Context: an optimization exercise on an open-source flow, tuned for small area. The choices shown serve that exercise and are no tape-out recipe.
Only simulation tests tie the RTL to the original design; equivalence was not proved.
Power and IR drop assume default switching activity.

==> flow/design.v (outline; a module is shown in full before it is edited, if it fits) <==
// module io_memory_bridge: 1563 lines
// module iomem_fa: 10 lines
// module iomem_ha: 9 lines
// module iomem_aoi21: 8 lines
// module iomem_oai21: 8 lines
// module iomem_nand2: 7 lines
// module iomem_mux2i: 8 lines
// module iomem_nand2b: 7 lines
// module iomem_nor2: 7 lines
// module iomem_c0: 3 lines
// module iomem_c1: 3 lines
// module iomem_c2: 3 lines
// module iomem_c3: 3 lines
// module iomem_c4: 3 lines
// module iomem_c5: 3 lines
// module iomem_c6: 3 lines
// module iomem_c7: 3 lines
// module iomem_c8: 3 lines
// module iomem_c9: 3 lines
// module iomem_c10: 3 lines
// module iomem_c11: 3 lines
// module iomem_c12: 3 lines
// module iomem_c13: 3 lines
// module iomem_c14: 3 lines
// module iomem_c15: 3 lines
// module iomem_c16: 3 lines
// module iomem_c17: 3 lines
// module iomem_c18: 3 lines
// module iomem_c19: 3 lines
// module iomem_c20: 3 lines
// module iomem_c21: 3 lines
// module iomem_c22: 3 lines
// module iomem_c23: 3 lines
module io_memory_bridge (
    input  logic                             clock,
    input  logic                             reset,
    input  logic [iomem_pkg::ADDR_W-1:0]     wb_adr_i,
    input  logic [3:0]                       wb_sel_i,
    input  logic                             wb_we_i,
    input  logic                             wb_cyc_i,
    input  logic                             wb_stb_i,
    input  logic [iomem_pkg::DATA_W-1:0]     wb_dat_i,
    output logic                             wb_ack_o,
    output logic [iomem_pkg::DATA_W-1:0]     wb_dat_o,
    output logic [iomem_pkg::ADDR_W-1:0]     mem_addr_o,
    output logic [iomem_pkg::DATA_W-1:0]     mem_data_o,
    output logic [iomem_pkg::NUM_BANKS-1:0]  mem_we_o,
    output logic                             mem_gl_en_o,
    input  logic [iomem_pkg::DATA_W-1:0]     mem_rdata_i,
    input  logic [iomem_pkg::HALF_W-1:0]     arq_n_i,
    output logic [iomem_pkg::HALF_W-1:0]     tx_len_o,
    output logic [iomem_pkg::HALF_W-1:0]     total_packets_o
);
  // ...
==> flow/flow/run.sh <==
#!/bin/bash
# The standard layout, with the port buffers made from the smallest buffer
# cell and a clock tree without dummy loads. ORFS writes each step's log
# under orfs/logs; make's own output goes to make.log.
set -euo pipefail
bash standard.sh "BUFFER_PORTS_ARGS=-buffer_cell sky130_fd_sc_hd__buf_1" \
    "CTS_ARGS=-sink_clustering_enable -repair_clock_nets -dont_use_dummy_load -root_buf sky130_fd_sc_hd__clkbuf_8 -buf_list sky130_fd_sc_hd__clkbuf_4" \
    finish > make.log 2>&1
==> flow/standard.sh <==
#!/bin/bash
# synth_recipe.tcl (not shown) runs the flow's synth.tcl, then flattens the netlist and writes it again
# the make line also repeats each setting of config.mk as NAME=value (left out here)
make -C /OpenROAD-flow-scripts/flow DESIGN_CONFIG=/design/flow/config.mk WORK_HOME=/design/flow/orfs CLKGATE_MAP_FILE= SYNTH_SCRIPT=/design/flow/synth_recipe.tcl "${@:-finish}"
==> flow/config.mk <==
export PLATFORM = sky130hd
export DESIGN_NAME = io_memory_bridge
export DESIGN_NICKNAME = io_memory_bridge
export VERILOG_FILES = /design/flow/design.v
export SDC_FILE = /design/flow/constraint.sdc
export NUM_CORES = 4
export LEC_CHECK = 0
export CAP_MARGIN = 20
export CORE_MARGIN = 2
export CORE_UTILIZATION = 40
export GPL_TIMING_DRIVEN = 0
export PLACE_DENSITY = 0.8
export SLEW_MARGIN = 20
export SYNTH_HIERARCHICAL = 1
==> flow/constraint.sdc <==
create_clock -name core_clock -period 7.5 [get_ports {clock}]
set_input_delay 1.5000 -clock core_clock [delete_from_list [all_inputs] [get_ports {clock}]]
set_output_delay 1.5000 -clock core_clock [all_outputs]
set_load 0.01 [all_outputs]
==> run_results.csv, run 1 <==
group,metric,value,unit
pwr,clockPowerShare,26.9,%
clock_network,resize_count_post_cts,4,
global_route,grt_first_pass_wirelength,51700,um
floorplan,die-width,169.8,um
layout,seq_cell_count,119,
pwr,power.combinational.fraction,18.4,%
global_route,first_global_vias,9833,
timing,grt_setup_unrepaired,"false",
clock_network,clock_path_buffers,2,
detailed_routing,route.vias.total,9823,
clock_network,post-cts-setup-buffer-count,2,
detailed_routing,detail_route.wirelength,33490,um
synth,synth_simple_gate_area_share,23.03,%
critical_path,critical_path.reg2reg.endpoint,"offset[29]",
pwr,p_leak,0.003746,uW
layout,area_growth,16.07,%
global_route,grt_max_degree,42,
clock_network,cts_tree,"done",
synth,synthFlopType,"sky130_fd_sc_hd__dfxtp_1",
layout,largestClassByArea,"multi-input combinational cells",
synth,syn-mean-instance-area,8.865,sq um
critical_path,timing.setup.critical_path_class,"in2reg",
placed_design,place_congestion,0.9194,
synth,yosys.area.top_type_share,15.84,%
critical_path,worstSetupStartpoint,"wb_sel_i[3]",
pwr,max-vdd-ir-drop,83.10,uV
detailed_routing,highest_layer,"met4",
layout,multi_input_area_share,63.31,%
pwr,seqPwrFrac,54.7,%
synth,yosys.area_share.xor_xnor,11.61,%
detailed_routing,wl_met3,2102,um
run_status,status,"finished clean",
synth,synth_top_cells_by_area,"sky130_fd_sc_hd__dfxtp_1 (16%), sky130_fd_sc_hd__fa_1 (15%), sky130_fd_sc_hd__edfxtp_1 (8.7%)",
floorplan,die_height,169.8,um
detailed_routing,first_drt_pass_iteration_count,5,
clock_network,clock_sink_count,119,
pwr,comb-power,222,uW
layout,non_clock_inverter_count,31,
placed_design,io_buffers,255,
==> module iomem_c22, before the edit <==
module iomem_c22 (input logic a, input logic b, output logic y);
    assign y = ~a & b;
endmodule
==> module iomem_c23, before the edit <==
module iomem_c23 (input logic a, input logic b, input logic c, output logic y);
    assign y = (~a & b) | (~a & c) | (b & c);
endmodule
==> run 2: changes to the inputs <==
--- a/flow/design.v
+++ b/flow/design.v
@@ -54,16 +54,19 @@
     output logic [iomem_pkg::HALF_W-1:0]     total_packets_o
 );
     logic        stb;
     logic [31:0] dat;
     logic        hdr_sel;
     logic        len_w;
     logic        n_w;
     logic        gl_sel;
+    logic        adr_hi0;
+    logic        adr_hdr;
+    logic [2:0]  cnt_inc;
     logic [2:0]  cnt;
     logic [13:0] len_words;
     logic [4:0]  bank;
     logic        local_bank;
     logic [15:0] total;
     logic [29:0] offset;
     logic        off_hi;
     logic [31:0] tx_ptr;
@@ -80,22 +83,24 @@
     logic [29:0] offset_d;
     logic [15:0] tx_len_d;
     logic [4:0]  bank_dec;
     logic        in_range;
     logic [31:0] rom;
     assign stb = wb_cyc_i & wb_stb_i;
     assign dat = wb_dat_i & {{8{wb_sel_i[3]}}, {8{wb_sel_i[2]}},
                              {8{wb_sel_i[1]}}, {8{wb_sel_i[0]}}};
-    assign hdr_sel = stb & wb_we_i & (wb_adr_i < 32'd24);
-    assign len_w   = stb & wb_we_i & (wb_adr_i == 32'd16);
-    assign n_w     = stb & wb_we_i & (wb_adr_i == 32'd20);
+    assign adr_hi0 = (wb_adr_i[31:5] == 27'd0);
+    assign adr_hdr = adr_hi0 & ~(wb_adr_i[4] & wb_adr_i[3]);
+    assign hdr_sel = stb & wb_we_i & adr_hdr;
+    assign len_w   = stb & wb_we_i & adr_hi0 & (wb_adr_i[4:0] == 5'd16);
+    assign n_w     = stb & wb_we_i & adr_hi0 & (wb_adr_i[4:0] == 5'd20);
     assign gl_sel  = stb & ~wb_we_i & wb_adr_i[29];
     always_ff @(posedge clock) begin
-        cnt <= stb ? (wb_ack_o ? cnt : cnt + 3'd1) : 3'd0;
+        cnt <= stb ? (wb_ack_o ? cnt : cnt_inc) : 3'd0;
     end
     always_comb begin
         case (dat[15:0])
             16'h0000, 16'h0001: bank_dec = 5'b00001;
             16'h0100, 16'h0101: bank_dec = 5'b00010;
             16'h0200, 16'h0201: bank_dec = 5'b00100;
             16'h0300, 16'h0301: bank_dec = 5'b01000;
             16'h0400:           bank_dec = 5'b10000;
@@ -1270,293 +1275,300 @@
     logic m687;
     logic m688;
     logic m689;
     logic m690;
     logic m691;
     logic m692;
     logic m693;
     logic m694;
-    iomem_mux2i u_m533 (len_w, len_words[0], dat[18], m533);
-    iomem_nor2 u_m534 (reset, m533, m534);
-    assign len_words_d[0] = m534;
-    iomem_mux2i u_m535 (len_w, len_words[1], dat[19], m535);
+    logic m695;
+    logic m696;
+    iomem_c5 u_m533 (cnt[1], cnt[0], m533);
+    iomem_c22 u_m534 (cnt[2], cnt[1], cnt[0], m534);
+    assign cnt_inc[0] = ~cnt[0];
+    assign cnt_inc[1] = m533;
+    assign cnt_inc[2] = m534;
+    iomem_mux2i u_m535 (len_w, len_words[0], dat[18], m535);
     iomem_nor2 u_m536 (reset, m535, m536);
-    assign len_words_d[1] = m536;
-    iomem_mux2i u_m537 (len_w, len_words[2], dat[20], m537);
+    assign len_words_d[0] = m536;
+    iomem_mux2i u_m537 (len_w, len_words[1], dat[19], m537);
     iomem_nor2 u_m538 (reset, m537, m538);
-    assign len_words_d[2] = m538;
-    iomem_mux2i u_m539 (len_w, len_words[3], dat[21], m539);
+    assign len_words_d[1] = m538;
+    iomem_mux2i u_m539 (len_w, len_words[2], dat[20], m539);
     iomem_nor2 u_m540 (reset, m539, m540);
-    assign len_words_d[3] = m540;
-    iomem_mux2i u_m541 (len_w, len_words[4], dat[22], m541);
+    assign len_words_d[2] = m540;
+    iomem_mux2i u_m541 (len_w, len_words[3], dat[21], m541);
     iomem_nor2 u_m542 (reset, m541, m542);
-    assign len_words_d[4] = m542;
-    iomem_mux2i u_m543 (len_w, len_words[5], dat[23], m543);
+    assign len_words_d[3] = m542;
+    iomem_mux2i u_m543 (len_w, len_words[4], dat[22], m543);
     iomem_nor2 u_m544 (reset, m543, m544);
-    assign len_words_d[5] = m544;
-    iomem_mux2i u_m545 (len_w, len_words[6], dat[24], m545);
+    assign len_words_d[4] = m544;
+    iomem_mux2i u_m545 (len_w, len_words[5], dat[23], m545);
     iomem_nor2 u_m546 (reset, m545, m546);
-    assign len_words_d[6] = m546;
-    iomem_mux2i u_m547 (len_w, len_words[7], dat[25], m547);
+    assign len_words_d[5] = m546;
+    iomem_mux2i u_m547 (len_w, len_words[6], dat[24], m547);
     iomem_nor2 u_m548 (reset, m547, m548);
-    assign len_words_d[7] = m548;
-    iomem_mux2i u_m549 (len_w, len_words[8], dat[26], m549);
+    assign len_words_d[6] = m548;
+    iomem_mux2i u_m549 (len_w, len_words[7], dat[25], m549);
     iomem_nor2 u_m550 (reset, m549, m550);
-    assign len_words_d[8] = m550;
-    iomem_mux2i u_m551 (len_w, len_words[9], dat[27], m551);
+    assign len_words_d[7] = m550;
+    iomem_mux2i u_m551 (len_w, len_words[8], dat[26], m551);
     iomem_nor2 u_m552 (reset, m551, m552);
-    assign len_words_d[9] = m552;
-    iomem_mux2i u_m553 (len_w, len_words[10], dat[28], m553);
+    assign len_words_d[8] = m552;
+    iomem_mux2i u_m553 (len_w, len_words[9], dat[27], m553);
     iomem_nor2 u_m554 (reset, m553, m554);
-    assign len_words_d[10] = m554;
-    iomem_mux2i u_m555 (len_w, len_words[11], dat[29], m555);
+    assign len_words_d[9] = m554;
+    iomem_mux2i u_m555 (len_w, len_words[10], dat[28], m555);
     iomem_nor2 u_m556 (reset, m555, m556);
-    assign len_words_d[11] = m556;
-    iomem_mux2i u_m557 (len_w, len_words[12], dat[30], m557);
+    assign len_words_d[10] = m556;
+    iomem_mux2i u_m557 (len_w, len_words[11], dat[29], m557);
     iomem_nor2 u_m558 (reset, m557, m558);
-    assign len_words_d[12] = m558;
-    iomem_mux2i u_m559 (len_w, len_words[13], dat[31], m559);
+    assign len_words_d[11] = m558;
+    iomem_mux2i u_m559 (len_w, len_words[12], dat[30], m559);
     iomem_nor2 u_m560 (reset, m559, m560);
-    assign len_words_d[13] = m560;
-    iomem_mux2i u_m561 (len_w, bank[0], bank_dec[0], m561);
-    iomem_nand2b u_m562 (reset, m561, m562);
-    assign bank_d[0] = m562;
-    iomem_mux2i u_m563 (len_w, bank[1], bank_dec[1], m563);
-    iomem_nor2 u_m564 (reset, m563, m564);
-    assign bank_d[1] = m564;
-    iomem_mux2i u_m565 (len_w, bank[2], bank_dec[2], m565);
+    assign len_words_d[12] = m560;
+    iomem_mux2i u_m561 (len_w, len_words[13], dat[31], m561);
+    iomem_nor2 u_m562 (reset, m561, m562);
+    assign len_words_d[13] = m562;
+    iomem_mux2i u_m563 (len_w, bank[0], bank_dec[0], m563);
+    iomem_nand2b u_m564 (reset, m563, m564);
+    assign bank_d[0] = m564;
+    iomem_mux2i u_m565 (len_w, bank[1], bank_dec[1], m565);
     iomem_nor2 u_m566 (reset, m565, m566);
-    assign bank_d[2] = m566;
-    iomem_mux2i u_m567 (len_w, bank[3], bank_dec[3], m567);
+    assign bank_d[1] = m566;
+    iomem_mux2i u_m567 (len_w, bank[2], bank_dec[2], m567);
     iomem_nor2 u_m568 (reset, m567, m568);
-    assign bank_d[3] = m568;
-    iomem_mux2i u_m569 (len_w, bank[4], bank_dec[4], m569);
+    assign bank_d[2] = m568;
+    iomem_mux2i u_m569 (len_w, bank[3], bank_dec[3], m569);
     iomem_nor2 u_m570 (reset, m569, m570);
-    assign bank_d[4] = m570;
-    iomem_mux2i u_m571 (n_w, total[0], dat[0], m571);
+    assign bank_d[3] = m570;
+    iomem_mux2i u_m571 (len_w, bank[4], bank_dec[4], m571);
     iomem_nor2 u_m572 (reset, m571, m572);
-    assign total_d[0] = m572;
-    iomem_mux2i u_m573 (n_w, total[1], dat[1], m573);
+    assign bank_d[4] = m572;
+    iomem_mux2i u_m573 (n_w, total[0], dat[0], m573);
     iomem_nor2 u_m574 (reset, m573, m574);
-    assign total_d[1] = m574;
-    iomem_mux2i u_m575 (n_w, total[2], dat[2], m575);
+    assign total_d[0] = m574;
+    iomem_mux2i u_m575 (n_w, total[1], dat[1], m575);
     iomem_nor2 u_m576 (reset, m575, m576);
-    assign total_d[2] = m576;
-    iomem_mux2i u_m577 (n_w, total[3], dat[3], m577);
+    assign total_d[1] = m576;
+    iomem_mux2i u_m577 (n_w, total[2], dat[2], m577);
     iomem_nor2 u_m578 (reset, m577, m578);
-    assign total_d[3] = m578;
-    iomem_mux2i u_m579 (n_w, total[4], dat[4], m579);
+    assign total_d[2] = m578;
+    iomem_mux2i u_m579 (n_w, total[3], dat[3], m579);
     iomem_nor2 u_m580 (reset, m579, m580);
-    assign total_d[4] = m580;
-    iomem_mux2i u_m581 (n_w, total[5], dat[5], m581);
+    assign total_d[3] = m580;
+    iomem_mux2i u_m581 (n_w, total[4], dat[4], m581);
     iomem_nor2 u_m582 (reset, m581, m582);
-    assign total_d[5] = m582;
-    iomem_mux2i u_m583 (n_w, total[6], dat[6], m583);
+    assign total_d[4] = m582;
+    iomem_mux2i u_m583 (n_w, total[5], dat[5], m583);
     iomem_nor2 u_m584 (reset, m583, m584);
-    assign total_d[6] = m584;
-    iomem_mux2i u_m585 (n_w, total[7], dat[7], m585);
+    assign total_d[5] = m584;
+    iomem_mux2i u_m585 (n_w, total[6], dat[6], m585);
     iomem_nor2 u_m586 (reset, m585, m586);
-    assign total_d[7] = m586;
-    iomem_mux2i u_m587 (n_w, total[8], dat[8], m587);
+    assign total_d[6] = m586;
+    iomem_mux2i u_m587 (n_w, total[7], dat[7], m587);
     iomem_nor2 u_m588 (reset, m587, m588);
-    assign total_d[8] = m588;
-    iomem_mux2i u_m589 (n_w, total[9], dat[9], m589);
+    assign total_d[7] = m588;
+    iomem_mux2i u_m589 (n_w, total[8], dat[8], m589);
     iomem_nor2 u_m590 (reset, m589, m590);
-    assign total_d[9] = m590;
-    iomem_mux2i u_m591 (n_w, total[10], dat[10], m591);
+    assign total_d[8] = m590;
+    iomem_mux2i u_m591 (n_w, total[9], dat[9], m591);
     iomem_nor2 u_m592 (reset, m591, m592);
-    assign total_d[10] = m592;
-    iomem_mux2i u_m593 (n_w, total[11], dat[11], m593);
+    assign total_d[9] = m592;
+    iomem_mux2i u_m593 (n_w, total[10], dat[10], m593);
     iomem_nor2 u_m594 (reset, m593, m594);
-    assign total_d[11] = m594;
-    iomem_mux2i u_m595 (n_w, total[12], dat[12], m595);
+    assign total_d[10] = m594;
+    iomem_mux2i u_m595 (n_w, total[11], dat[11], m595);
     iomem_nor2 u_m596 (reset, m595, m596);
-    assign total_d[12] = m596;
-    iomem_mux2i u_m597 (n_w, total[13], dat[13], m597);
+    assign total_d[11] = m596;
+    iomem_mux2i u_m597 (n_w, total[12], dat[12], m597);
     iomem_nor2 u_m598 (reset, m597, m598);
-    assign total_d[13] = m598;
-    iomem_mux2i u_m599 (n_w, total[14], dat[14], m599);
+    assign total_d[12] = m598;
+    iomem_mux2i u_m599 (n_w, total[13], dat[13], m599);
     iomem_nor2 u_m600 (reset, m599, m600);
-    assign total_d[14] = m600;
-    iomem_mux2i u_m601 (n_w, total[15], dat[15], m601);
+    assign total_d[13] = m600;
+    iomem_mux2i u_m601 (n_w, total[14], dat[14], m601);
     iomem_nor2 u_m602 (reset, m601, m602);
-    assign total_d[15] = m602;
-    iomem_mux2i u_m603 (off_en, offset[0], off_nv[0], m603);
+    assign total_d[14] = m602;
+    iomem_mux2i u_m603 (n_w, total[15], dat[15], m603);
     iomem_nor2 u_m604 (reset, m603, m604);
-    assign offset_d[0] = m604;
-    iomem_mux2i u_m605 (off_en, offset[1], off_nv[1], m605);
+    assign total_d[15] = m604;
+    iomem_mux2i u_m605 (off_en, offset[0], off_nv[0], m605);
     iomem_nor2 u_m606 (reset, m605, m606);
-    assign offset_d[1] = m606;
-    iomem_mux2i u_m607 (off_en, offset[2], off_nv[2], m607);
+    assign offset_d[0] = m606;
+    iomem_mux2i u_m607 (off_en, offset[1], off_nv[1], m607);
     iomem_nor2 u_m608 (reset, m607, m608);
-    assign offset_d[2] = m608;
-    iomem_mux2i u_m609 (off_en, offset[3], off_nv[3], m609);
+    assign offset_d[1] = m608;
+    iomem_mux2i u_m609 (off_en, offset[2], off_nv[2], m609);
     iomem_nor2 u_m610 (reset, m609, m610);
-    assign offset_d[3] = m610;
-    iomem_mux2i u_m611 (off_en, offset[4], off_nv[4], m611);
+    assign offset_d[2] = m610;
+    iomem_mux2i u_m611 (off_en, offset[3], off_nv[3], m611);
     iomem_nor2 u_m612 (reset, m611, m612);
-    assign offset_d[4] = m612;
-    iomem_mux2i u_m613 (off_en, offset[5], off_nv[5], m613);
+    assign offset_d[3] = m612;
+    iomem_mux2i u_m613 (off_en, offset[4], off_nv[4], m613);
     iomem_nor2 u_m614 (reset, m613, m614);
-    assign offset_d[5] = m614;
-    iomem_mux2i u_m615 (off_en, offset[6], off_nv[6], m615);
+    assign offset_d[4] = m614;
+    iomem_mux2i u_m615 (off_en, offset[5], off_nv[5], m615);
     iomem_nor2 u_m616 (reset, m615, m616);
-    assign offset_d[6] = m616;
-    iomem_mux2i u_m617 (off_en, offset[7], off_nv[7], m617);
+    assign offset_d[5] = m616;
+    iomem_mux2i u_m617 (off_en, offset[6], off_nv[6], m617);
     iomem_nor2 u_m618 (reset, m617, m618);
-    assign offset_d[7] = m618;
-    iomem_mux2i u_m619 (off_en, offset[8], off_nv[8], m619);
+    assign offset_d[6] = m618;
+    iomem_mux2i u_m619 (off_en, offset[7], off_nv[7], m619);
     iomem_nor2 u_m620 (reset, m619, m620);
-    assign offset_d[8] = m620;
-    iomem_mux2i u_m621 (off_en, offset[9], off_nv[9], m621);
+    assign offset_d[7] = m620;
+    iomem_mux2i u_m621 (off_en, offset[8], off_nv[8], m621);
     iomem_nor2 u_m622 (reset, m621, m622);
-    assign offset_d[9] = m622;
-    iomem_mux2i u_m623 (off_en, offset[10], off_nv[10], m623);
+    assign offset_d[8] = m622;
+    iomem_mux2i u_m623 (off_en, offset[9], off_nv[9], m623);
     iomem_nor2 u_m624 (reset, m623, m624);
-    assign offset_d[10] = m624;
-    iomem_mux2i u_m625 (off_en, offset[11], off_nv[11], m625);
+    assign offset_d[9] = m624;
+    iomem_mux2i u_m625 (off_en, offset[10], off_nv[10], m625);
     iomem_nor2 u_m626 (reset, m625, m626);
-    assign offset_d[11] = m626;
-    iomem_mux2i u_m627 (off_en, offset[12], off_nv[12], m627);
+    assign offset_d[10] = m626;
+    iomem_mux2i u_m627 (off_en, offset[11], off_nv[11], m627);
     iomem_nor2 u_m628 (reset, m627, m628);
-    assign offset_d[12] = m628;
-    iomem_mux2i u_m629 (off_en, offset[13], off_nv[13], m629);
+    assign offset_d[11] = m628;
+    iomem_mux2i u_m629 (off_en, offset[12], off_nv[12], m629);
     iomem_nor2 u_m630 (reset, m629, m630);
-    assign offset_d[13] = m630;
-    iomem_mux2i u_m631 (off_en, offset[14], off_nv[14], m631);
+    assign offset_d[12] = m630;
+    iomem_mux2i u_m631 (off_en, offset[13], off_nv[13], m631);
     iomem_nor2 u_m632 (reset, m631, m632);
-    assign offset_d[14] = m632;
-    iomem_mux2i u_m633 (off_en, offset[15], off_nv[15], m633);
+    assign offset_d[13] = m632;
+    iomem_mux2i u_m633 (off_en, offset[14], off_nv[14], m633);
     iomem_nor2 u_m634 (reset, m633, m634);
-    assign offset_d[15] = m634;
-    iomem_mux2i u_m635 (off_en, offset[16], off_nv[16], m635);
+    assign offset_d[14] = m634;
+    iomem_mux2i u_m635 (off_en, offset[15], off_nv[15], m635);
     iomem_nor2 u_m636 (reset, m635, m636);
-    assign offset_d[16] = m636;
-    iomem_mux2i u_m637 (off_en, offset[17], off_nv[17], m637);
+    assign offset_d[15] = m636;
+    iomem_mux2i u_m637 (off_en, offset[16], off_nv[16], m637);
     iomem_nor2 u_m638 (reset, m637, m638);
-    assign offset_d[17] = m638;
-    iomem_mux2i u_m639 (off_en, offset[18], off_nv[18], m639);
+    assign offset_d[16] = m638;
+    iomem_mux2i u_m639 (off_en, offset[17], off_nv[17], m639);
     iomem_nor2 u_m640 (reset, m639, m640);
-    assign offset_d[18] = m640;
-    iomem_mux2i u_m641 (off_en, offset[19], off_nv[19], m641);
+    assign offset_d[17] = m640;
+    iomem_mux2i u_m641 (off_en, offset[18], off_nv[18], m641);
     iomem_nor2 u_m642 (reset, m641, m642);
-    assign offset_d[19] = m642;
-    iomem_mux2i u_m643 (off_en, offset[20], off_nv[20], m643);
+    assign offset_d[18] = m642;
+    iomem_mux2i u_m643 (off_en, offset[19], off_nv[19], m643);
     iomem_nor2 u_m644 (reset, m643, m644);
-    assign offset_d[20] = m644;
-    iomem_mux2i u_m645 (off_en, offset[21], off_nv[21], m645);
+    assign offset_d[19] = m644;
+    iomem_mux2i u_m645 (off_en, offset[20], off_nv[20], m645);
     iomem_nor2 u_m646 (reset, m645, m646);
-    assign offset_d[21] = m646;
-    iomem_mux2i u_m647 (off_en, offset[22], off_nv[22], m647);
+    assign offset_d[20] = m646;
+    iomem_mux2i u_m647 (off_en, offset[21], off_nv[21], m647);
     iomem_nor2 u_m648 (reset, m647, m648);
-    assign offset_d[22] = m648;
-    iomem_mux2i u_m649 (off_en, offset[23], off_nv[23], m649);
+    assign offset_d[21] = m648;
+    iomem_mux2i u_m649 (off_en, offset[22], off_nv[22], m649);
     iomem_nor2 u_m650 (reset, m649, m650);
-    assign offset_d[23] = m650;
-    iomem_mux2i u_m651 (off_en, offset[24], off_nv[24], m651);
+    assign offset_d[22] = m650;
+    iomem_mux2i u_m651 (off_en, offset[23], off_nv[23], m651);
     iomem_nor2 u_m652 (reset, m651, m652);
-    assign offset_d[24] = m652;
-    iomem_mux2i u_m653 (off_en, offset[25], off_nv[25], m653);
+    assign offset_d[23] = m652;
+    iomem_mux2i u_m653 (off_en, offset[24], off_nv[24], m653);
     iomem_nor2 u_m654 (reset, m653, m654);
-    assign offset_d[25] = m654;
-    iomem_mux2i u_m655 (off_en, offset[26], off_nv[26], m655);
+    assign offset_d[24] = m654;
+    iomem_mux2i u_m655 (off_en, offset[25], off_nv[25], m655);
     iomem_nor2 u_m656 (reset, m655, m656);
-    assign offset_d[26] = m656;
-    iomem_mux2i u_m657 (off_en, offset[27], off_nv[27], m657);
+    assign offset_d[25] = m656;
+    iomem_mux2i u_m657 (off_en, offset[26], off_nv[26], m657);
     iomem_nor2 u_m658 (reset, m657, m658);
-    assign offset_d[27] = m658;
-    iomem_mux2i u_m659 (off_en, offset[28], off_nv[28], m659);
+    assign offset_d[26] = m658;
+    iomem_mux2i u_m659 (off_en, offset[27], off_nv[27], m659);
     iomem_nor2 u_m660 (reset, m659, m660);
-    assign offset_d[28] = m660;
-    iomem_mux2i u_m661 (off_en, offset[29], off_nv[29], m661);
+    assign offset_d[27] = m660;
+    iomem_mux2i u_m661 (off_en, offset[28], off_nv[28], m661);
     iomem_nor2 u_m662 (reset, m661, m662);
-    assign offset_d[29] = m662;
-    iomem_mux2i u_m663 (tx_len_w, tx_len[0], mem_rdata_i[0], m663);
+    assign offset_d[28] = m662;
+    iomem_mux2i u_m663 (off_en, offset[29], off_nv[29], m663);
     iomem_nor2 u_m664 (reset, m663, m664);
-    assign tx_len_d[0] = m664;
-    iomem_mux2i u_m665 (tx_len_w, tx_len[1], mem_rdata_i[1], m665);
+    assign offset_d[29] = m664;
+    iomem_mux2i u_m665 (tx_len_w, tx_len[0], mem_rdata_i[0], m665);
     iomem_nor2 u_m666 (reset, m665, m666);
-    assign tx_len_d[1] = m666;
-    iomem_mux2i u_m667 (tx_len_w, tx_len[2], mem_rdata_i[2], m667);
+    assign tx_len_d[0] = m666;
+    iomem_mux2i u_m667 (tx_len_w, tx_len[1], mem_rdata_i[1], m667);
     iomem_nor2 u_m668 (reset, m667, m668);
-    assign tx_len_d[2] = m668;
-    iomem_mux2i u_m669 (tx_len_w, tx_len[3], mem_rdata_i[3], m669);
+    assign tx_len_d[1] = m668;
+    iomem_mux2i u_m669 (tx_len_w, tx_len[2], mem_rdata_i[2], m669);
     iomem_nor2 u_m670 (reset, m669, m670);
-    assign tx_len_d[3] = m670;
-    iomem_mux2i u_m671 (tx_len_w, tx_len[4], mem_rdata_i[4], m671);
+    assign tx_len_d[2] = m670;
+    iomem_mux2i u_m671 (tx_len_w, tx_len[3], mem_rdata_i[3], m671);
     iomem_nor2 u_m672 (reset, m671, m672);
-    assign tx_len_d[4] = m672;
-    iomem_mux2i u_m673 (tx_len_w, tx_len[5], mem_rdata_i[5], m673);
+    assign tx_len_d[3] = m672;
+    iomem_mux2i u_m673 (tx_len_w, tx_len[4], mem_rdata_i[4], m673);
     iomem_nor2 u_m674 (reset, m673, m674);
-    assign tx_len_d[5] = m674;
-    iomem_mux2i u_m675 (tx_len_w, tx_len[6], mem_rdata_i[6], m675);
+    assign tx_len_d[4] = m674;
+    iomem_mux2i u_m675 (tx_len_w, tx_len[5], mem_rdata_i[5], m675);
     iomem_nor2 u_m676 (reset, m675, m676);
-    assign tx_len_d[6] = m676;
-    iomem_mux2i u_m677 (tx_len_w, tx_len[7], mem_rdata_i[7], m677);
+    assign tx_len_d[5] = m676;
+    iomem_mux2i u_m677 (tx_len_w, tx_len[6], mem_rdata_i[6], m677);
     iomem_nor2 u_m678 (reset, m677, m678);
-    assign tx_len_d[7] = m678;
-    iomem_mux2i u_m679 (tx_len_w, tx_len[8], mem_rdata_i[8], m679);
+    assign tx_len_d[6] = m678;
+    iomem_mux2i u_m679 (tx_len_w, tx_len[7], mem_rdata_i[7], m679);
     iomem_nor2 u_m680 (reset, m679, m680);
-    assign tx_len_d[8] = m680;
-    iomem_mux2i u_m681 (tx_len_w, tx_len[9], mem_rdata_i[9], m681);
+    assign tx_len_d[7] = m680;
+    iomem_mux2i u_m681 (tx_len_w, tx_len[8], mem_rdata_i[8], m681);
     iomem_nor2 u_m682 (reset, m681, m682);
-    assign tx_len_d[9] = m682;
-    iomem_mux2i u_m683 (tx_len_w, tx_len[10], mem_rdata_i[10], m683);
+    assign tx_len_d[8] = m682;
+    iomem_mux2i u_m683 (tx_len_w, tx_len[9], mem_rdata_i[9], m683);
     iomem_nor2 u_m684 (reset, m683, m684);
-    assign tx_len_d[10] = m684;
-    iomem_mux2i u_m685 (tx_len_w, tx_len[11], mem_rdata_i[11], m685);
+    assign tx_len_d[9] = m684;
+    iomem_mux2i u_m685 (tx_len_w, tx_len[10], mem_rdata_i[10], m685);
     iomem_nor2 u_m686 (reset, m685, m686);
-    assign tx_len_d[11] = m686;
-    iomem_mux2i u_m687 (tx_len_w, tx_len[12], mem_rdata_i[12], m687);
+    assign tx_len_d[10] = m686;
+    iomem_mux2i u_m687 (tx_len_w, tx_len[11], mem_rdata_i[11], m687);
     iomem_nor2 u_m688 (reset, m687, m688);
-    assign tx_len_d[12] = m688;
-    iomem_mux2i u_m689 (tx_len_w, tx_len[13], mem_rdata_i[13], m689);
+    assign tx_len_d[11] = m688;
+    iomem_mux2i u_m689 (tx_len_w, tx_len[12], mem_rdata_i[12], m689);
     iomem_nor2 u_m690 (reset, m689, m690);
-    assign tx_len_d[13] = m690;
-    iomem_mux2i u_m691 (tx_len_w, tx_len[14], mem_rdata_i[14], m691);
+    assign tx_len_d[12] = m690;
+    iomem_mux2i u_m691 (tx_len_w, tx_len[13], mem_rdata_i[13], m691);
     iomem_nor2 u_m692 (reset, m691, m692);
-    assign tx_len_d[14] = m692;
-    iomem_mux2i u_m693 (tx_len_w, tx_len[15], mem_rdata_i[15], m693);
+    assign tx_len_d[13] = m692;
+    iomem_mux2i u_m693 (tx_len_w, tx_len[14], mem_rdata_i[14], m693);
     iomem_nor2 u_m694 (reset, m693, m694);
-    assign tx_len_d[15] = m694;
+    assign tx_len_d[14] = m694;
+    iomem_mux2i u_m695 (tx_len_w, tx_len[15], mem_rdata_i[15], m695);
+    iomem_nor2 u_m696 (reset, m695, m696);
+    assign tx_len_d[15] = m696;
     logic len_lt;
-    logic m695;
-    logic m696;
     logic m697;
     logic m698;
     logic m699;
     logic m700;
     logic m701;
     logic m702;
     logic m703;
     logic m704;
     logic m705;
     logic m706;
     logic m707;
     logic m708;
     logic m709;
     logic m710;
-    iomem_c22 u_m695 (wb_adr_i[2], mem_rdata_i[0], m695);
-    iomem_c23 u_m696 (wb_adr_i[3], mem_rdata_i[1], m695, m696);
-    iomem_c23 u_m697 (wb_adr_i[4], mem_rdata_i[2], m696, m697);
-    iomem_c23 u_m698 (wb_adr_i[5], mem_rdata_i[3], m697, m698);
-    iomem_c23 u_m699 (wb_adr_i[6], mem_rdata_i[4], m698, m699);
-    iomem_c23 u_m700 (wb_adr_i[7], mem_rdata_i[5], m699, m700);
-    iomem_c23 u_m701 (wb_adr_i[8], mem_rdata_i[6], m700, m701);
-    iomem_c23 u_m702 (wb_adr_i[9], mem_rdata_i[7], m701, m702);
-    iomem_c23 u_m703 (wb_adr_i[10], mem_rdata_i[8], m702, m703);
-    iomem_c23 u_m704 (wb_adr_i[11], mem_rdata_i[9], m703, m704);
-    iomem_c23 u_m705 (wb_adr_i[12], mem_rdata_i[10], m704, m705);
-    iomem_c23 u_m706 (wb_adr_i[13], mem_rdata_i[11], m705, m706);
-    iomem_c23 u_m707 (wb_adr_i[14], mem_rdata_i[12], m706, m707);
-    iomem_c23 u_m708 (wb_adr_i[15], mem_rdata_i[13], m707, m708);
-    iomem_c23 u_m709 (wb_adr_i[16], mem_rdata_i[14], m708, m709);
-    iomem_c23 u_m710 (wb_adr_i[17], mem_rdata_i[15], m709, m710);
-    assign len_lt = m710;
+    logic m711;
+    logic m712;
+    iomem_c23 u_m697 (wb_adr_i[2], mem_rdata_i[0], m697);
+    iomem_c24 u_m698 (wb_adr_i[3], mem_rdata_i[1], m697, m698);
+    iomem_c24 u_m699 (wb_adr_i[4], mem_rdata_i[2], m698, m699);
+    iomem_c24 u_m700 (wb_adr_i[5], mem_rdata_i[3], m699, m700);
+    iomem_c24 u_m701 (wb_adr_i[6], mem_rdata_i[4], m700, m701);
+    iomem_c24 u_m702 (wb_adr_i[7], mem_rdata_i[5], m701, m702);
+    iomem_c24 u_m703 (wb_adr_i[8], mem_rdata_i[6], m702, m703);
+    iomem_c24 u_m704 (wb_adr_i[9], mem_rdata_i[7], m703, m704);
+    iomem_c24 u_m705 (wb_adr_i[10], mem_rdata_i[8], m704, m705);
+    iomem_c24 u_m706 (wb_adr_i[11], mem_rdata_i[9], m705, m706);
+    iomem_c24 u_m707 (wb_adr_i[12], mem_rdata_i[10], m706, m707);
+    iomem_c24 u_m708 (wb_adr_i[13], mem_rdata_i[11], m707, m708);
+    iomem_c24 u_m709 (wb_adr_i[14], mem_rdata_i[12], m708, m709);
+    iomem_c24 u_m710 (wb_adr_i[15], mem_rdata_i[13], m709, m710);
+    iomem_c24 u_m711 (wb_adr_i[16], mem_rdata_i[14], m710, m711);
+    iomem_c24 u_m712 (wb_adr_i[17], mem_rdata_i[15], m711, m712);
+    assign len_lt = m712;
     assign off_en = off_hi | n_w;
     assign off_nv = {off_hi ? mul_res[29:22] : dat[23:16], mul_res[21:0]};
     always_ff @(posedge clock) begin
         txf <= gl_sel;
     end
     assign add_x = txf ? tx_ptr : {2'd0, off_bias};
     assign add_y = {wb_adr_i[28:24] & {5{txf}}, wb_adr_i[23:2]};
     always_ff @(posedge clock) begin
@@ -1579,17 +1591,17 @@
                 3'd3:    rom = 32'h0000_0000;
                 3'd4:    rom = 32'h0040_0000;
                 3'd5:    rom = 32'h0000_0001;
                 3'd6:    rom = wb_adr_i[31] ? {arq_n_i, 16'hfafa} : 32'h00fa_fafa;
                 default: rom = 32'hfafa_fafa;
             endcase
         end
     end
-    assign wb_ack_o = stb & (wb_we_i ? ((wb_adr_i < 32'd24) | (cnt == 3'd3)) :
+    assign wb_ack_o = stb & (wb_we_i ? (adr_hdr | (cnt == 3'd3)) :
                              wb_adr_i[29] ? (cnt == 3'd6) :
                              ((wb_adr_i[31] | wb_adr_i[30]) & (cnt == 3'd2)));
     assign wb_dat_o = wb_adr_i[29] ? (in_range ? mem_rdata_i : 32'd0) : rom;
     assign use_sum     = wb_we_i | (cnt[2] & (cnt[1] | cnt[0]));
     assign mem_addr_o  = use_sum ? add_s : {27'd0, 1'b1, 3'd0, ~cnt[2]};
     assign mem_data_o  = dat;
     assign mem_we_o    = (stb & wb_we_i & ~hdr_sel) ? bank : 5'd0;
     assign mem_gl_en_o = gl_sel;
@@ -1721,14 +1733,17 @@
     assign y = a & b;
 endmodule
 module iomem_c20 (input logic a, input logic b, input logic c, output logic y);
     assign y = ~a | (b & c);
 endmodule
 module iomem_c21 (input logic a, input logic b, input logic c, output logic y);
     assign y = ~(a | (~b & c));
 endmodule
-module iomem_c22 (input logic a, input logic b, output logic y);
+module iomem_c22 (input logic a, input logic b, input logic c, output logic y);
+    assign y = a ^ (b & c);
+endmodule
+module iomem_c23 (input logic a, input logic b, output logic y);
     assign y = ~a & b;
 endmodule
-module iomem_c23 (input logic a, input logic b, input logic c, output logic y);
+module iomem_c24 (input logic a, input logic b, input logic c, output logic y);
     assign y = (~a & b) | (~a & c) | (b & c);
 endmodule
==> run 2 against run 1 <==
Compared with the run above:
- critical path depth decreased by 4
- critical endpoint is now mem_addr_o[30]
- area after synthesis decreased by 0.91%
- total power shrank 0.46%
- fmax decreased by 0.43%
- non-clock buffer count shrank 1
- sequential cell count is the same
- clock power down 1%
==> run_results.csv, run 2 <==
group,metric,value,unit
run_status,status,"finished clean",
synth,synth_area_leader_cell,"sky130_fd_sc_hd__dfxtp_1",
synth,ys_ff_latch,119,
clock_network,clock_path_buffers,2,
clock_network,cts_hold_buf,0,
timing,drv_slew,0,
global_route,grt_max_degree,41,
timing,grt_setup_unrepaired,"false",
detailed_routing,detail_route.wirelength,32750,um
synth,ys_seq_area_share,24.81,%
clock_network,cts-root-buf,"sky130_fd_sc_hd__clkbuf_8",
timing,postLayoutSetupSlackWorst,0.2967,ns
clock_network,h_tree_levels,4,
synth,synth_area,10890,sq um
placed_design,place_congestion,0.9598,
worst_hold_path,min_path_type,"reg2reg",
synth,ys_top_cells_by_count,"sky130_fd_sc_hd__nand2_1 (217), sky130_fd_sc_hd__nor2_1 (132), sky130_fd_sc_hd__dfxtp_1 (87), sky130_fd_sc_hd__mux2i_1 (86), sky130_fd_sc_hd__fa_1 (83)",
clock_network,cts_inserted_buffers,17,
synth,yosys.area.top_type_share,15.99,%
placed_design,dp_hpwl,26240,um
timing,setup_viol,0,
synth,synthMostInstantiatedCell,"sky130_fd_sc_hd__nand2_1",
layout,postLayoutCellArea,12640,sq um
timing,hold_viol,0,
timing,final_period_minus_worst_setup_slack,7.203,ns
pwr,p_per_area,95.11,nW/um^2
synth,postSynthCellCount,1230,
pwr,sw_pwr,353.0,uW
global_route,first_global_vias,9971,
synth,synth_top_cells_by_area,"sky130_fd_sc_hd__dfxtp_1 (16%), sky130_fd_sc_hd__fa_1 (15%), sky130_fd_sc_hd__edfxtp_1 (8.8%)",
floorplan,die_height,169.0,um
placed_design,preCtsSetupSlack,-0.9965,ns
critical_path,capturing_element_type_of_the_critical_path,"output port",
layout,ratio_of_cells_with_drive_above_1_in_the_final_layout,10.74,%
detailed_routing,drtAntennaViolNets,0,
placed_design,placedInstanceArea,12400,sq um
pwr,power.combinational.fraction,18.3,%
floorplan,i_o_pin_count,256,
detailed_routing,first_drt_pass_iteration_count,6,
synth,synth-edff-count,32,
detailed_routing,vias_per_cell,5.358,
clock_network,clock_sink_count,119,
floorplan,initial_util,40.53,%
timing,highest_attainable_clock_frequency,138.8,MHz
global_route,grt_first_pass_wirelength,51230,um
critical_path,timing.setup.critical_path_class,"in2out",
detailed_routing,route.vias.total,9918,
synth,syn-num-nets,1434,
layout,area_growth,16.01,%
pwr,clockPowerShare,26.7,%
layout,largest_register_ffs,32,
critical_path,timing.critical_path.fanout_max,10,
synth,yosysUniqueCellTypes,57,
pwr,seqPwrFrac,55.0,%
floorplan,fp-row-count,60,
timing,fin_worst_skew,0.02586,ns
layout,layout_common_cells,"sky130_fd_sc_hd__buf_1 (272), sky130_fd_sc_hd__nand2_1 (217), sky130_fd_sc_hd__nor2_1 (129)",
layout,fin_nets,1715,
critical_path,crit_path_start_kind,"input port",
timing,worst_slew_pin_slew,1.105,ns
synth,yosysWarningCount,7,
placed_design,dp_cells,1833,
floorplan,die-width,169.0,um
synth,async_flop_share,0,%
clock_network,worstSkewPairLatency,0.42,ns
pwr,switching_share,29.37,%
layout,post_layout_utilization_of_the_core,47.02,%
critical_path,worst-endpoint-arrival,5.70,ns
flow_run,maxCapViolCount,0,
pwr,max-vdd-ir-drop,125.9,uV
pwr,p_leak,0.003649,uW
timing,hold-worst-slack,0.4910,ns
global_route,groute.usage.overall,22.83,%
detailed_routing,detail_route.drc_violations,0,
timing,layout_worst_path_cycle_share,96.04,%
global_route,grt.overflow.total,0,
timing,timing.slew.headroom,26.29,%
layout,biggestRegsByFlops,"tx_ptr x32, offset x30",
placed_design,io_buffers,254,
pwr,power.internal,848.9,uW
synth,syn-mean-instance-area,8.856,sq um
clock_network,clkSlewWorstSetupHoldPaths,0.10,ns
floorplan,die_area,28570,sq um
layout,top_register,"tx_ptr",
synth,synthFlopType,"sky130_fd_sc_hd__dfxtp_1",
detailed_routing,initialDrtViolationCount,581,
layout,mostFrequentLayoutCell,"sky130_fd_sc_hd__buf_1",
critical_path,crit_path_required_time,6.00,ns
layout,final_cells,1851,
clock_network,cts_tree,"done",
detailed_routing,wl_per_cell,17.69,um
floorplan,core,26880,sq um
global_route,grt_antenna_before_repair,1,
run 2: path summary, 6_finish.rpt:
| check | slack [ns] | startpoint | depth (start not counted) | end |
|---|---|---|---|---|
| setup / recovery | 0.30 | wb_adr_i[3] | 20 | mem_addr_o[30] |
| hold / removal | 0.49 | bank[0] | 2 | bank[0] |
| setup reg to reg | 1.17 | off_hi | 21 | offset[26] |
| hold reg to reg | 0.49 | bank[0] | 2 | bank[0] |
run 2: final cells by class:
type,instances,area [sq um]
multi-input cells,1036,7973
repair buffers,269,1124
fillers,2533,14240
clock buffers,17,133.9
plain buffers,41,171.4
inverters,27,101.3
well taps,341,426.7
flip-flops and latches,119,2705
diodes,1,2.502
run 2: metal layers:
layer,up-vias,part of all wire (%),global-route usage (%)
met1,4753,39,27.33
met4,0,4.9,11.41
met3,98,7.3,4.957
li1,4605,-,-
met2,462,49,38.85
met5,-,0,0
run 2: critical path: stages:
cell                      delay [ns]
sky130_fd_sc_hd__buf_1          0.34
sky130_fd_sc_hd__xnor2_1        0.17
sky130_fd_sc_hd__o21ai_1        0.25
sky130_fd_sc_hd__a21oi_2        0.11
sky130_fd_sc_hd__o21ai_1        0.24
sky130_fd_sc_hd__a21oi_2        0.11
sky130_fd_sc_hd__o21ai_1        0.24
sky130_fd_sc_hd__a21oi_2        0.10
sky130_fd_sc_hd__o21ai_1        0.24
sky130_fd_sc_hd__a21oi_2        0.10
sky130_fd_sc_hd__o21ai_1        0.23
sky130_fd_sc_hd__a21oi_2        0.10
sky130_fd_sc_hd__o21ai_1        0.29
sky130_fd_sc_hd__a21oi_2        0.16
sky130_fd_sc_hd__o21ai_4        0.41
sky130_fd_sc_hd__inv_1          0.31
sky130_fd_sc_hd__o21ai_1        0.28
sky130_fd_sc_hd__xor2_1         0.17
sky130_fd_sc_hd__nor2b_1        0.14
sky130_fd_sc_hd__buf_1          0.20
run 2: stage by stage:
stage	setup TNS [ns]	power (uW)
6_report	0	1202
5_1_grt	0	1250
4_1_cts	0	1204
3_5_place_dp	-11.45	891.4
3_3_place_gp	-11.30	884.8
2_1_floorplan	0	789.2
run 2: Yosys stat by module, one instance, submodules excluded, excerpt:
module	cells	times used	flops+latches	area [sq um]
iomem_c2	1	1	0	3.754
iomem_c0	1	17	0	8.758
iomem_nor2	1	80	0	3.754
iomem_c21	2	1	0	12.51
iomem_fa	1	83	0	20.02
iomem_oai21	1	22	0	5.005
iomem_aoi21	1	22	0	8.758
iomem_c23	1	1	0	13.76
iomem_c5	1	45	0	8.758
iomem_nand2b	1	1	0	6.256
iomem_c24	2	15	0	15.01
run 2: power by group through the flow:
| stage | clock network, uW | registers [uW] | logic (uW) |
|---|---|---|---|
| after floorplan | 0 | 676 | 113 |
| after global placement | 0 | 676 | 209 |
| after detailed placement | 0 | 676 | 215 |
| after CTS | 327 | 661 | 216 |
| after global routing | 353 | 662 | 235 |
| final | 320 | 661 | 220 |
run 2: cells by family (layout without fill, tap and decap cells):
group	Yosys count	in the layout	share of synthesized area, %
adder cells (fa/ha/maj)	99	99	16.91
multiplexers	131	131	12.55
XOR/XNOR	146	146	11.88
flip-flops	119	119	24.81
other	0	1	0
AND/OR/NAND/NOR	538	538	23.36
AO/OA/AOI/OAI	122	122	7.753
buffers and inverters	75	354	2.734
run 2: timing repair:
item                                   CTS  global route
endpoints found under the hold margin    0             0
gates resized for setup                  5            14
setup buffers                            0             7
pin swaps                                0             1
setup endpoints to repair               20            20
==> run 3: changes to the inputs <==
--- a/flow/config.mk
+++ b/flow/config.mk
@@ -10,3 +10,3 @@
 export CORE_UTILIZATION = 40
-export GPL_TIMING_DRIVEN = 0
+export GPL_TIMING_DRIVEN = 1
 export PLACE_DENSITY = 0.8
==> run 3 against run 2 <==
Compared with the run above:
- fmax increased by 1.7%
- area after synthesis unchanged
- sequential power about the same
- global-route usage decreased by 0.19 points
- cell count decreased by 2.0%
- total power increased by 0.72%
- synthesized cell count unchanged
- clock-buffer cell count unchanged
- setup slack improved by 0.12 ns
- first-iteration DRC count increased by 11%
- wire length decreased by 0.94%
==> run_results.csv, run 3 <==
group,metric,value,unit
floorplan,die_area,28570,sq um
detailed_routing,drtAntennaViolNets,0,
critical_path,cp_top_family,"compound AO/OA/AOI/OAI gates",
detailed_routing,route.vias.total,9616,
placed_design,placedInstanceArea,12220,sq um
worst_hold_path,min_path_type,"reg2reg",
critical_path,capturing_element_type_of_the_critical_path,"output port",
timing,fin_worst_skew,0.03251,ns
clock_network,cts_tree,"done",
synth,ys_ff_latch,119,
floorplan,core,26880,sq um
global_route,met3_usage,3.928,%
detailed_routing,vias_per_cell,5.301,
timing,grt_setup_unrepaired,"false",
global_route,global_route_met2_utilization,38.22,%
critical_path,cp_slowest_cell,"sky130_fd_sc_hd__dfxtp_1",
critical_path,timing.critical_path.fanout_max,6,
clock_network,cts_inserted_buffers,17,
placed_design,dp_hpwl,25520,um
timing,layout_worst_path_cycle_share,94.43,%
clock_network,clkSlewWorstSetupHoldPaths,0.07,ns
layout,layout_common_cells,"sky130_fd_sc_hd__buf_1 (254), sky130_fd_sc_hd__nand2_1 (217), sky130_fd_sc_hd__nor2_1 (129)",
synth,synthFlopType,"sky130_fd_sc_hd__dfxtp_1",
global_route,grt_antenna_before_repair,0,
critical_path,timing.setup.critical_path_class,"reg2out",
layout,regArea,2704,sq um
layout,fin_nets,1679,
floorplan,die_height,169.0,um
global_route,grt_max_degree,82,
synth,yosys.area.top_type_share,15.99,%
global_route,grt.overflow.total,0,
layout,antenna-diode-count,0,
floorplan,die-width,169.0,um
timing,drv_slew,0,
layout,postLayoutCellArea,12400,sq um
detailed_routing,detail_route.drc_violations,0,
pwr,max-vdd-ir-drop,101.6,uV
detailed_routing,initialDrtViolationCount,644,
detailed_routing,wl_per_cell,17.88,um
placed_design,io_buffers,255,
timing,highest_attainable_clock_frequency,141.2,MHz
synth,synthMostInstantiatedCell,"sky130_fd_sc_hd__nand2_1",
clock_network,h_tree_levels,4,
layout,top_register,"tx_ptr",
layout,area_growth,13.81,%
clock_network,clock_path_buffers,2,
layout,mostFrequentLayoutCell,"sky130_fd_sc_hd__buf_1",
critical_path,critical_path.most_common_cell,"sky130_fd_sc_hd__nand2b_1",
clock_network,clock_sink_count,119,
layout,biggestRegsByFlops,"tx_ptr x32, offset x30",
detailed_routing,first_drt_pass_iteration_count,6,
synth,yosysWarningCount,7,
floorplan,initial_util,40.53,%
pwr,p_per_area,97.66,nW/um^2
synth,postSynthCellCount,1230,
placed_design,dp_cells,1795,
layout,final_cells,1814,
timing,final_period_minus_worst_setup_slack,7.082,ns
global_route,met1_usage,28.30,%
timing,totalNegativeSetupSlack,0,ns
layout,ratio_of_cells_with_drive_above_1_in_the_final_layout,10.32,%
global_route,first_global_vias,9596,
synth,async_flop_share,0,%
synth,synth_top_cells_by_area,"sky130_fd_sc_hd__dfxtp_1 (16%), sky130_fd_sc_hd__fa_1 (15%), sky130_fd_sc_hd__edfxtp_1 (8.8%)",
synth,synth_area,10890,sq um
synth,synth-edff-count,32,
detailed_routing,detail_route.wirelength,32440,um
clock_network,cts-root-buf,"sky130_fd_sc_hd__clkbuf_8",
timing,timing.slew.headroom,26.24,%
global_route,globalRoute.busiestLayer,"met2",
layout,multi_input_area,7930,sq um
flow_run,maxCapViolCount,0,
clock_network,worstSkewPairLatency,0.43,ns
pwr,p_leak,0.003557,uW
critical_path,critical_path.max_stage_delay,0.42,ns
run_status,status,"finished clean",
timing,worst_slew_pin_slew,1.106,ns
timing,hold_viol,0,
layout,largest_register_ffs,32,
critical_path,crit_path_start_kind,"register",
synth,synth_area_leader_cell,"sky130_fd_sc_hd__dfxtp_1",
critical_path,timing.critical_path.buf_inv,1,
synth,ys_seq_area_share,24.81,%
placed_design,place_congestion,0.9770,
critical_path,worst-endpoint-arrival,5.58,ns
critical_path,crit_path_required_time,6.00,ns
layout,fill_cell_total_of_the_finished_layout,2542,
synth,ys_top_cells_by_count,"sky130_fd_sc_hd__nand2_1 (217), sky130_fd_sc_hd__nor2_1 (132), sky130_fd_sc_hd__dfxtp_1 (87), sky130_fd_sc_hd__mux2i_1 (86), sky130_fd_sc_hd__fa_1 (83)",
synth,yosysUniqueCellTypes,57,
global_route,grt_first_pass_wirelength,50890,um
clock_network,cts_hold_buf,0,
synth,syn-num-nets,1434,
timing,setup_viol,0,
floorplan,fp-row-count,60,
synth,syn-mean-instance-area,8.856,sq um
global_route,groute.usage.overall,22.65,%
floorplan,i_o_pin_count,256,
==> run 3: cell counts after synthesis <==
Identical to the previous run, type by type.
==> run 3: tightest hold or removal path, delay by kind of cell (launching register included) <==
kind | cells | cell delay (ns)
multiplexers | 1 | 0.07
AND/OR/NAND/NOR | 1 | 0.06
flip-flops | 1 | 0.33
==> run 3: metal layers <==
layer	wire length (um)	vias to the layer above	share of wire [%]
met2	15770	400	49
met1	13390	4619	41
li1	-	4522	-
met5	0	-	0
met3	1929	75	5.9
met4	1354	0	4.2
==> run 3: modules after synthesis, one instance, submodules excluded, a selection <==
module       flip-flops and latches  cells inside  cell area (sq um)  times used
iomem_c11                         0             1              8.758          12
iomem_c10                         0             1              5.005          16
iomem_c15                         0             1              6.256           1
iomem_mux2i                       0             1              10.01          81
iomem_c22                         0             2              12.51           1
iomem_c18                         0             1              8.758          13
iomem_c19                         0             1              6.256          12
iomem_fa                          0             1              20.02          83
iomem_c3                          0             1              8.758          30
iomem_c1                          0             1              6.256          17
iomem_c13                         0             1              6.256          10
iomem_c7                          0             1              8.758          25
iomem_c2                          0             1              3.754           1
==> run 3: final timing paths <==
kind                                        to  slack [ns]  cells after the start  startpoint
worst min-delay path                   bank[0]        0.49                      2     bank[0]
worst min register to register         bank[0]        0.49                      2     bank[0]
worst max-delay path            mem_addr_o[31]        0.42                     29   offset[5]
worst max register to register      offset[29]        1.39                     24      off_hi
==> run 3: logic make-up after synthesis <==
family,after synthesis,synth area share [%]
DFF,119,24.81
adders and majority gates,99,16.91
muxes,131,12.55
AOI/OAI and AO/OA,122,7.753
xor gates and xnor gates,146,11.88
buffers and inverters,75,2.734
and+or+nand+nor,538,23.36
==> run 3: area by class of cell <==
| class | instances | share of cell area, % |
|---|---|---|
| timing repair buffer | 274 | 8.882 |
| multi-input combinational | 1036 | 63.97 |
| sequential | 119 | 21.81 |
| clock buffer | 17 | 1.080 |
| tap | 341 | 3.442 |
| inverter | 27 | 0.8175 |
==> run 3: repair_timing <==
item	4_1_cts	5_1_grt
resized for setup	1	6
endpoints found under the hold margin	0	0
endpoints found under the setup margin	1	3
pin swaps	0	1
buffers inserted	0	2
==> run 3: through the flow <==
stage	hold WS [ns]	power [uW]	worst slack [ns]	utilization (%)
finish	0.4886	1211	0.4178	46.13
global route	0.5329	1261	0.008115	46.13
floorplan	0.4451	789.2	0.1703	-
global placement	0.4641	882.9	0.3439	45.47
detailed placement	0.4733	885.4	0.1726	45.47
CTS	0.4981	1219	0.01722	45.98
==> run 3: power by group <==
part	leakage (uW)	internal (uW)	total, uW	switching [uW]
Clock	0.0000808	111	337	226
Combinational	0.00249	76.4	212	136
Sequential	0.000989	660	662	1.89

separate check: timing with driven ports:
In the flow no input, the clock included, has a driving cell. The finished layouts below were timed again as built, in two steps.
Step 1, drivers: a clkbuf_16 drives clock and a buf_2 each remaining input, both assumed.
Step 2, shift: input delay + t, output delay - t, t = (earliest + latest rising clock arrival at the registers) / 2. This alone moves slack from input paths to output paths.
a / b / c = ideal ports / drivers / drivers and shift; a / b = the first two.
run	t, ns	setup slack, ns	clock arrival spread, ns	slew at the worst register clock pin (ns)
run 1	0.466	0.327 / 0.350 / -0.115	0.043 / 0.043	0.12 / 0.12
run 2	0.451	0.297 / 0.272 / -0.055	0.040 / 0.040	0.12 / 0.12
run 3	0.457	0.418 / 0.378 / 0.087	0.034 / 0.034	0.11 / 0.11
With both steps, setup timing fails in run 1 and run 2, where it was met with ideal ports. For run 1, which loses most, drivers alone change the setup slack by +0.023 ns; drivers and shift together by -0.442 ns.
